Source: an optimization exercise on an open RTL-to-GDS flow (aim: small area). Production flows keep margins and buffers that such runs may drop.
In this exercise RTL edits were held to simulation tests only and were not proved equivalent to the original.

==> 09-09: inputs <==
Design video_overlay, start of the top module:
module video_overlay (
	input wire logic clk,
	input wire logic rst,
	input wire logic [1:0] switches,
	input wire track_pkg::buttons_t buttons,
	input wire video_pkg::raster_t raster,
	input wire video_pkg::rgb666_t pixel_in,
	input wire video_pkg::hsv_t hsv_in,
	input wire track_pkg::pos_t com_pos,
	input wire track_pkg::pos_t light_pos,
	input wire logic com_ready,
	output video_pkg::rgb666_t pixel_out,
	output logic hsync_out,
	output logic vsync_out,
	output logic blank_out,
	output track_pkg::readout_t readout
);
	video_pkg::overlay_mode_e mode;
	logic track_en;
	wire track_pkg::buttons_t buttons_db;
	track_pkg::pos_t cursor;
	track_pkg::pos_t com_latched;
	video_pkg::raster_t raster_pipe;
	video_pkg::raster_t raster_del;
	assign mode = video_pkg::overlay_mode_e'(switches);
	assign track_en = switches[0];
	logic [2:0] step_cnt;
	logic [1:0] age;
	logic del_valid;
	always_ff @(posedge clk) begin
		if (rst) begin
			step_cnt <= '0;
			age <= '0;
		end else begin
			step_cnt <= step_cnt + 1'b1;
			if ((&step_cnt) && !(&age)) age <= age + 1'b1;
		end
	end
	assign del_valid = (&age) | (age[1] & step_cnt[2] & step_cnt[1]);
	for (genvar i = 0; i < 4; i++) begin : g_db
		debounce u_debounce (
			.clk(clk),
			.rst(rst),
			.raw(buttons[i]),
			.clean(buttons_db[i])
		);
	end
	cursor_mover u_cursor_mover (
		.clk(clk),
		.rst(rst),
		.step(step_cnt == '0),
		.buttons(buttons_db),
		.cursor(cursor)
	);
	sync_delay u_sync_delay (
		.clk(clk),
		.raster(raster),
		.raster_del(raster_pipe)
	);
	assign raster_del = {raster_pipe[23:3], raster_pipe[2:0] & {3{del_valid}}};
	overlay_mixer u_overlay_mixer (
		.clk(clk),
		.rst(rst),
		.mode(mode),
		.raster(raster),
		.syncs_del(raster_del[2:0]),
		.pixel_in(pixel_in),
		.hsv_in(hsv_in),
		.com_pos(com_pos),
		.light_pos(light_pos),
		.cursor(cursor),
		.com_ready(com_ready),
		.pixel_out(pixel_out),
		.hsync_out(hsync_out),
		.vsync_out(vsync_out),
		.blank_out(blank_out),
		.com_latched(com_latched)
	);
	readout_latch u_readout_latch (
		.clk(clk),
		.rst(rst),
		.track_en(track_en),
		.del_valid(del_valid),
		.pos_del(raster_del[23:3]),
		.hsv_in(hsv_in),
		.com_latched(com_latched),
		.cursor(cursor),
		.readout(readout)
	);
endmodule
==> flow/config.mk <==
export PLATFORM = sky130hd
export DESIGN_NAME = video_overlay
export DESIGN_NICKNAME = video_overlay
export VERILOG_FILES = /design/flow/design.v
export SDC_FILE = /design/flow/constraint.sdc
export NUM_CORES = 4
export LEC_CHECK = 0
export CAP_MARGIN = 20
export CORE_MARGIN = 2
export CORE_UTILIZATION = 70
export SLEW_MARGIN = 20
==> flow/constraint.sdc <==
create_clock -name core_clock -period 6.0 [get_ports {clk}]
set_input_delay 1.2000 -clock core_clock [delete_from_list [all_inputs] [get_ports {clk}]]
set_output_delay 1.2000 -clock core_clock [all_outputs]
set_load 0.01 [all_outputs]
standard.sh (not shown) runs the stock make flow with config.mk's settings and CLKGATE_MAP_FILE= SYNTH_SCRIPT=/design/flow/synth_recipe.tcl, a recipe that flattens the netlist after the stock synthesis.
==> flow/flow/run.sh <==
#!/bin/bash
# standard layout, with minimum-size port buffers and a leaner clock tree
set -euo pipefail
export BUFFER_PORTS_ARGS="-buffer_cell sky130_fd_sc_hd__buf_1"
export CTS_ARGS="-sink_clustering_enable -repair_clock_nets -dont_use_dummy_load -buf_list sky130_fd_sc_hd__clkbuf_16 -sink_clustering_size 40 -sink_clustering_max_diameter 50"
bash standard.sh > standard_flow.log 2>&1
==> 02-27: changes against 09-09 <==
--- a/flow/design.v
+++ b/flow/design.v
@@ -74,11 +74,12 @@
 module cursor_mover (
 	input wire logic clk,
 	input wire logic rst,
 	input wire logic step,
 	input wire track_pkg::buttons_t buttons,
-	output track_pkg::pos_t cursor
+	output track_pkg::pos_t cursor,
+	output track_pkg::pos_t cursor_next
 );
 	logic y_inc, y_dec, x_inc, x_dec;
 	assign y_inc = step & buttons.down & ~(cursor.y[9] & cursor.y[8]);
 	assign y_dec = step & ~y_inc & buttons.up & (|cursor.y);
 	assign x_inc = step & buttons.right & ~cursor.x[10];
@@ -91,36 +92,34 @@
 		assign y_t[i+1] = y_t[i] & (cursor.y[i] ^ y_dec);
 	end
 	for (genvar i = 0; i < 11; i++) begin : g_xt
 		assign x_t[i+1] = x_t[i] & (cursor.x[i] ^ x_dec);
 	end
+	assign cursor_next = rst ? '0 : {cursor.x ^ x_t[10:0], cursor.y ^ y_t[9:0]};
 	always_ff @(posedge clk) begin
-		if (rst) begin
-			cursor <= '0;
-		end else begin
-			cursor.y <= cursor.y ^ y_t[9:0];
-			cursor.x <= cursor.x ^ x_t[10:0];
-		end
+		cursor <= cursor_next;
 	end
 endmodule
 `default_nettype wire
 `default_nettype none
 module sync_delay #(
 	parameter int DEPTH = 22
 ) (
 	input wire logic clk,
 	input wire video_pkg::raster_t raster,
-	output video_pkg::raster_t raster_del
+	output video_pkg::raster_t raster_early,
+	output logic [2:0] syncs_del
 );
-	logic [23:0] pipe [DEPTH];
+	logic [23:0] pipe [DEPTH-1];
 	always_ff @(posedge clk) begin
 		pipe[0] <= raster;
-		for (int i = 1; i < DEPTH; i++) begin
+		for (int i = 1; i < DEPTH - 1; i++) begin
 			pipe[i] <= pipe[i-1];
 		end
+		syncs_del <= pipe[DEPTH-2][2:0];
 	end
-	assign raster_del = pipe[DEPTH-1];
+	assign raster_early = pipe[DEPTH-2];
 endmodule
 `default_nettype wire
 `default_nettype none
 module overlay_mixer (
 	input wire logic clk,
@@ -136,18 +135,16 @@
 	input wire logic com_ready,
 	output video_pkg::rgb666_t pixel_out,
 	output logic hsync_out,
 	output logic vsync_out,
 	output logic blank_out,
-	output track_pkg::pos_t com_latched
+	output track_pkg::pos_t com_latched,
+	output track_pkg::pos_t com_next
 );
+	assign com_next = ({21{~rst & com_ready}} & com_pos) | ({21{~rst & ~com_ready}} & com_latched);
 	always_ff @(posedge clk) begin
-		if (rst) begin
-			com_latched <= '0;
-		end else if (com_ready) begin
-			com_latched <= com_pos;
-		end
+		com_latched <= com_next;
 	end
 	logic near_x, near_y;
 	logic near_com;
 	logic on_light;
 	logic on_cursor;
@@ -207,43 +204,50 @@
 module near2 #(parameter int W = 11) (
 	input wire logic [W-1:0] a,
 	input wire logic [W-1:0] b,
 	output logic near
 );
-	logic [W:0] bw;
-	logic [W-1:0] d;
-	assign bw[0] = 1'b0;
-	for (genvar i = 0; i < W; i++) begin : g_b
-		assign d[i] = a[i] ^ b[i] ^ bw[i];
-		assign bw[i+1] = (~a[i] & b[i]) | (~(a[i] ^ b[i]) & bw[i]);
+	logic [W:1] z, p, m;
+	assign z[W] = 1'b1;
+	assign p[W] = 1'b0;
+	assign m[W] = 1'b0;
+	for (genvar i = W - 1; i >= 1; i--) begin : g_s
+		assign z[i] = z[i+1] & ~(a[i] ^ b[i]);
+		assign p[i] = (z[i+1] & a[i] & ~b[i]) | (p[i+1] & ~a[i] & b[i]);
+		assign m[i] = (z[i+1] & ~a[i] & b[i]) | (m[i+1] & a[i] & ~b[i]);
 	end
-	assign near = bw[W] ? (&d[W-1:1]) : ((d[W-1:2] == '0) && !(d[1] && d[0]));
+	assign near = z[1] | (p[1] & ~(a[0] & ~b[0])) | (m[1] & ~(~a[0] & b[0]));
 endmodule
 `default_nettype wire
 `default_nettype none
 module readout_latch (
 	input wire logic clk,
 	input wire logic rst,
 	input wire logic track_en,
-	input wire logic del_valid,
-	input wire track_pkg::pos_t pos_del,
+	input wire logic valid_next,
+	input wire track_pkg::pos_t pos_early,
 	input wire video_pkg::hsv_t hsv_in,
 	input wire track_pkg::pos_t com_latched,
+	input wire track_pkg::pos_t com_next,
 	input wire track_pkg::pos_t cursor,
+	input wire track_pkg::pos_t cursor_next,
 	output track_pkg::readout_t readout
 );
 	logic at_com;
 	logic at_cursor;
-	assign at_com = del_valid ? (pos_del == com_latched) : (com_latched == '0);
-	assign at_cursor = del_valid ? (pos_del == cursor) : (cursor == '0);
 	always_ff @(posedge clk) begin
-		if (rst) begin
-			readout <= '0;
-		end else if ((track_en && at_com) || at_cursor) begin
-			readout.hue <= hsv_in.h;
-			readout.pos <= pos_del & {21{del_valid}};
-		end
+		at_com <= valid_next ? (pos_early == com_next) : (com_next == '0);
+		at_cursor <= valid_next ? (pos_early == cursor_next) : (cursor_next == '0);
+	end
+	logic take_com, take_cursor, hold;
+	assign take_com = ~rst & track_en & at_com;
+	assign take_cursor = ~rst & ~(track_en & at_com) & at_cursor;
+	assign hold = ~rst & ~(track_en & at_com) & ~at_cursor;
+	always_ff @(posedge clk) begin
+		readout.hue <= ({8{take_com | take_cursor}} & hsv_in.h) | ({8{hold}} & readout.hue);
+		readout.pos <= ({21{take_com}} & com_latched) | ({21{take_cursor}} & cursor) |
+			({21{hold}} & readout.pos);
 	end
 endmodule
 `default_nettype wire
 `default_nettype none
 module video_overlay (
@@ -266,27 +270,32 @@
 	video_pkg::overlay_mode_e mode;
 	logic track_en;
 	wire track_pkg::buttons_t buttons_db;
 	track_pkg::pos_t cursor;
 	track_pkg::pos_t com_latched;
-	video_pkg::raster_t raster_pipe;
-	video_pkg::raster_t raster_del;
+	track_pkg::pos_t cursor_next;
+	track_pkg::pos_t com_next;
+	video_pkg::raster_t raster_early;
+	logic [2:0] syncs_pipe;
+	logic [2:0] syncs_del;
 	assign mode = video_pkg::overlay_mode_e'(switches);
 	assign track_en = switches[0];
 	logic [2:0] step_cnt;
 	logic [1:0] age;
 	logic del_valid;
+	logic valid_next;
 	always_ff @(posedge clk) begin
 		if (rst) begin
 			step_cnt <= '0;
 			age <= '0;
 		end else begin
 			step_cnt <= step_cnt + 1'b1;
 			if ((&step_cnt) && !(&age)) age <= age + 1'b1;
 		end
 	end
 	assign del_valid = (&age) | (age[1] & step_cnt[2] & step_cnt[1]);
+	assign valid_next = ~rst & ((&age) | (age[1] & step_cnt[2] & (step_cnt[1] | step_cnt[0])));
 	for (genvar i = 0; i < 4; i++) begin : g_db
 		debounce u_debounce (
 			.clk(clk),
 			.rst(rst),
 			.raw(buttons[i]),
@@ -296,44 +305,49 @@
 	cursor_mover u_cursor_mover (
 		.clk(clk),
 		.rst(rst),
 		.step(step_cnt == '0),
 		.buttons(buttons_db),
-		.cursor(cursor)
+		.cursor(cursor),
+		.cursor_next(cursor_next)
 	);
 	sync_delay u_sync_delay (
 		.clk(clk),
 		.raster(raster),
-		.raster_del(raster_pipe)
+		.raster_early(raster_early),
+		.syncs_del(syncs_pipe)
 	);
-	assign raster_del = {raster_pipe[23:3], raster_pipe[2:0] & {3{del_valid}}};
+	assign syncs_del = syncs_pipe & {3{del_valid}};
 	overlay_mixer u_overlay_mixer (
 		.clk(clk),
 		.rst(rst),
 		.mode(mode),
 		.raster(raster),
-		.syncs_del(raster_del[2:0]),
+		.syncs_del(syncs_del),
 		.pixel_in(pixel_in),
 		.hsv_in(hsv_in),
 		.com_pos(com_pos),
 		.light_pos(light_pos),
 		.cursor(cursor),
 		.com_ready(com_ready),
 		.pixel_out(pixel_out),
 		.hsync_out(hsync_out),
 		.vsync_out(vsync_out),
 		.blank_out(blank_out),
-		.com_latched(com_latched)
+		.com_latched(com_latched),
+		.com_next(com_next)
 	);
 	readout_latch u_readout_latch (
 		.clk(clk),
 		.rst(rst),
 		.track_en(track_en),
-		.del_valid(del_valid),
-		.pos_del(raster_del[23:3]),
+		.valid_next(valid_next),
+		.pos_early(raster_early[23:3]),
 		.hsv_in(hsv_in),
 		.com_latched(com_latched),
+		.com_next(com_next),
 		.cursor(cursor),
+		.cursor_next(cursor_next),
 		.readout(readout)
 	);
 endmodule
 `default_nettype wire
==> flow/flow/run.sh (replaced) <==
#!/bin/bash
# The standard layout (standard.sh) with three changes: an area-oriented ABC script in
# synthesis, minimum-size port buffers, and a clock tree of small buffers without dummy loads.
# The tools' output goes to standard_flow.log here; ORFS keeps each step's log under orfs/logs.
set -euo pipefail
W=$(pwd)
export FLOW_WORK=$W
export FLOW_ABC_SCRIPT=$W/flow/abc_area.script
export BUFFER_PORTS_ARGS="-buffer_cell sky130_fd_sc_hd__buf_1"
export CTS_ARGS="-sink_clustering_enable -repair_clock_nets -dont_use_dummy_load -buf_list sky130_fd_sc_hd__clkbuf_4 -sink_clustering_size 10 -sink_clustering_max_diameter 40"
bash standard.sh SYNTH_SCRIPT=$W/flow/synth.tcl finish > standard_flow.log 2>&1
==> flow/flow/abc_area.script (new file) <==
&get -n
&st
&dch
&nf -R 1000 -p
&put
==> flow/flow/synth.tcl (new file) <==
# The standard synthesis (synth_recipe.tcl) with one change: ABC maps with
# flow/abc_area.script, an area-oriented script, instead of ORFS's speed script.
# Flip-flops are mapped before ABC runs, so the registers are the standard ones.
proc abc {args} {
  set i [lsearch -exact $args -script]
  if {$i >= 0} {
    lset args [expr {$i + 1}] $::env(FLOW_ABC_SCRIPT)
  }
  yosys abc {*}$args
}
source $::env(FLOW_WORK)/synth_recipe.tcl
==> 08-15: changes against 09-09 <==
--- a/flow/design.v
+++ b/flow/design.v
@@ -76,31 +76,24 @@
 	input wire logic rst,
 	input wire logic step,
 	input wire track_pkg::buttons_t buttons,
 	output track_pkg::pos_t cursor
 );
+	logic y_at_max, x_at_max;
 	logic y_inc, y_dec, x_inc, x_dec;
-	assign y_inc = step & buttons.down & ~(cursor.y[9] & cursor.y[8]);
-	assign y_dec = step & ~y_inc & buttons.up & (|cursor.y);
-	assign x_inc = step & buttons.right & ~cursor.x[10];
-	assign x_dec = step & ~x_inc & buttons.left & (|cursor.x);
-	logic [10:0] y_t;
-	logic [11:0] x_t;
-	assign y_t[0] = y_inc | y_dec;
-	assign x_t[0] = x_inc | x_dec;
-	for (genvar i = 0; i < 10; i++) begin : g_yt
-		assign y_t[i+1] = y_t[i] & (cursor.y[i] ^ y_dec);
-	end
-	for (genvar i = 0; i < 11; i++) begin : g_xt
-		assign x_t[i+1] = x_t[i] & (cursor.x[i] ^ x_dec);
-	end
+	assign y_at_max = cursor.y[9] & cursor.y[8];
+	assign x_at_max = cursor.x[10];
+	assign y_inc = buttons.down & ~y_at_max;
+	assign y_dec = ~y_inc & buttons.up & (|cursor.y);
+	assign x_inc = buttons.right & ~x_at_max;
+	assign x_dec = ~x_inc & buttons.left & (|cursor.x);
 	always_ff @(posedge clk) begin
 		if (rst) begin
 			cursor <= '0;
-		end else begin
-			cursor.y <= cursor.y ^ y_t[9:0];
-			cursor.x <= cursor.x ^ x_t[10:0];
+		end else if (step) begin
+			if (y_inc | y_dec) cursor.y <= cursor.y + {{9{y_dec}}, 1'b1};
+			if (x_inc | x_dec) cursor.x <= cursor.x + {{10{x_dec}}, 1'b1};
 		end
 	end
 endmodule
 `default_nettype wire
 `default_nettype none
@@ -145,20 +138,24 @@
 			com_latched <= '0;
 		end else if (com_ready) begin
 			com_latched <= com_pos;
 		end
 	end
+	logic [11:0] dx;
+	logic [10:0] dy;
 	logic near_x, near_y;
 	logic near_com;
 	logic on_light;
 	logic on_cursor;
 	logic hue_ok;
 	logic sv_ok;
 	logic use_pixel;
 	logic [5:0] c_r, c_g, c_b;
-	near2 #(.W(11)) u_near_x (.a(raster.hcount), .b(com_latched.x), .near(near_x));
-	near2 #(.W(10)) u_near_y (.a(raster.vcount), .b(com_latched.y), .near(near_y));
+	assign dx = {1'b0, raster.hcount} - {1'b0, com_latched.x};
+	assign dy = {1'b0, raster.vcount} - {1'b0, com_latched.y};
+	assign near_x = (dx[11:2] == '0 && dx[1:0] != 2'b11) || (dx[11:1] == '1);
+	assign near_y = (dy[10:2] == '0 && dy[1:0] != 2'b11) || (dy[10:1] == '1);
 	assign near_com = near_x | near_y;
 	assign on_light = (raster.hcount == light_pos.x) || (raster.vcount == light_pos.y);
 	assign on_cursor = (raster.hcount == cursor.x) || (raster.vcount == cursor.y);
 	assign hue_ok = (hsv_in.h >= 8'hEB) && (hsv_in.h <= 8'hFA);
 	assign sv_ok = (hsv_in.s > 8'h88) && (hsv_in.v > 8'h88);
@@ -202,47 +199,32 @@
 				blank_out <= raster.blank;
 			end
 		end
 	end
 endmodule
-module near2 #(parameter int W = 11) (
-	input wire logic [W-1:0] a,
-	input wire logic [W-1:0] b,
-	output logic near
-);
-	logic [W:0] bw;
-	logic [W-1:0] d;
-	assign bw[0] = 1'b0;
-	for (genvar i = 0; i < W; i++) begin : g_b
-		assign d[i] = a[i] ^ b[i] ^ bw[i];
-		assign bw[i+1] = (~a[i] & b[i]) | (~(a[i] ^ b[i]) & bw[i]);
-	end
-	assign near = bw[W] ? (&d[W-1:1]) : ((d[W-1:2] == '0) && !(d[1] && d[0]));
-endmodule
 `default_nettype wire
 `default_nettype none
 module readout_latch (
 	input wire logic clk,
 	input wire logic rst,
 	input wire logic track_en,
-	input wire logic del_valid,
 	input wire track_pkg::pos_t pos_del,
 	input wire video_pkg::hsv_t hsv_in,
 	input wire track_pkg::pos_t com_latched,
 	input wire track_pkg::pos_t cursor,
 	output track_pkg::readout_t readout
 );
 	logic at_com;
 	logic at_cursor;
-	assign at_com = del_valid ? (pos_del == com_latched) : (com_latched == '0);
-	assign at_cursor = del_valid ? (pos_del == cursor) : (cursor == '0);
+	assign at_com = (pos_del == com_latched);
+	assign at_cursor = (pos_del == cursor);
 	always_ff @(posedge clk) begin
 		if (rst) begin
 			readout <= '0;
 		end else if ((track_en && at_com) || at_cursor) begin
 			readout.hue <= hsv_in.h;
-			readout.pos <= pos_del & {21{del_valid}};
+			readout.pos <= pos_del;
 		end
 	end
 endmodule
 `default_nettype wire
 `default_nettype none
@@ -303,11 +285,11 @@
 	sync_delay u_sync_delay (
 		.clk(clk),
 		.raster(raster),
 		.raster_del(raster_pipe)
 	);
-	assign raster_del = {raster_pipe[23:3], raster_pipe[2:0] & {3{del_valid}}};
+	assign raster_del = raster_pipe & {24{del_valid}};
 	overlay_mixer u_overlay_mixer (
 		.clk(clk),
 		.rst(rst),
 		.mode(mode),
 		.raster(raster),
@@ -326,11 +308,10 @@
 	);
 	readout_latch u_readout_latch (
 		.clk(clk),
 		.rst(rst),
 		.track_en(track_en),
-		.del_valid(del_valid),
 		.pos_del(raster_del[23:3]),
 		.hsv_in(hsv_in),
 		.com_latched(com_latched),
 		.cursor(cursor),
 		.readout(readout)
==> flow/run.sh (new file) <==
#!/bin/bash
# synth_recipe.tcl (not shown) runs the flow's synth.tcl, then flattens the netlist and writes it again
# the make line also repeats each setting of config.mk as NAME=value (left out here)
make -C /OpenROAD-flow-scripts/flow DESIGN_CONFIG=/design/flow/config.mk WORK_HOME=/design/flow/orfs CLKGATE_MAP_FILE= SYNTH_SCRIPT=/design/flow/synth_recipe.tcl finish
- CORE_UTILIZATION: 70 -> 40
- CTS_BUF_LIST: not set -> sky130_fd_sc_hd__clkbuf_4 sky130_fd_sc_hd__clkbuf_2
removed: flow/flow/run.sh
removed: flow/standard.sh
==> comparison table <==
item                                                                               09-09                            08-15                      02-27
Global Route met3 Usage                                                           0.0625                           0.0589                     0.0537
Area fraction of the dominant cell type after synthesis                            0.765                            0.702                      0.769
Filler Cell Count                                                                   1376                             4148                       1374
Combined area of the multi-input logic cells                                   3720 um^2                        5070 um^2                  3600 um^2
Area share of fa/ha/maj cells after synthesis                                     0.0299                           0.0356                    0.00922
Start point of the worst hold path                               u_sync_delay.pipe[5][8]         u_sync_delay.pipe[8][17]  u_sync_delay.pipe[14][23]
Worst R2R Start                                          u_overlay_mixer.com_latched[10]  u_overlay_mixer.com_latched[10]                step_cnt[0]
Largest net degree at the start of global routing                                     67                               65                         32
Launching element type of the critical path                                primary input                    primary input                       flop
Outcome                                                                  failed layout checks    timing/DRC/antenna clean   timing/DRC/antenna clean
Reasons for failing layout checks                                   negative setup slack                                -                          -
Worst reg-to-reg setup slack                                                     0.32 ns                          2.04 ns                    1.37 ns
Cell count of the worst reg-to-reg path                                               23                               11                         15
Routed met3 length                                                               2.34 mm                          3.02 mm                    1.84 mm
Number of setup violations in the final report                                        15                                0                          0
Critical path depth                                                                   25                               13                         15

==> re-timing with driven ports <==
The flow's constraints put no driver on any port. The routed layouts listed below were extracted and timed again, unchanged, in two steps. Step 1 assumes that a clkbuf_16 drives the clock port and a buf_2 every other input. Step 2 also shifts input and output timing later by t, the mid clock arrival at the registers, as if the neighbouring blocks saw the same clock. Slacks: no drivers / after step 1 / after step 2; pairs: no drivers / after step 1.
| run | t (ns) | slack for setup (ns) | worst setup path after step 2 | pins driven straight from the clock port |
|---|---|---|---|---|
| 09-09 | 0.560 | -0.036 / -0.035 / -0.595 | input to register | 1 |
| 02-27 | 0.694 | 1.374 / 1.374 / 0.924 | input to register | 1 |
| 08-15 | 0.895 | 1.368 / 1.392 / 0.497 | input to register | 1 |
The setup slack of 08-15, which loses most, moves by +0.024 ns with the drivers and by -0.871 ns with both steps.
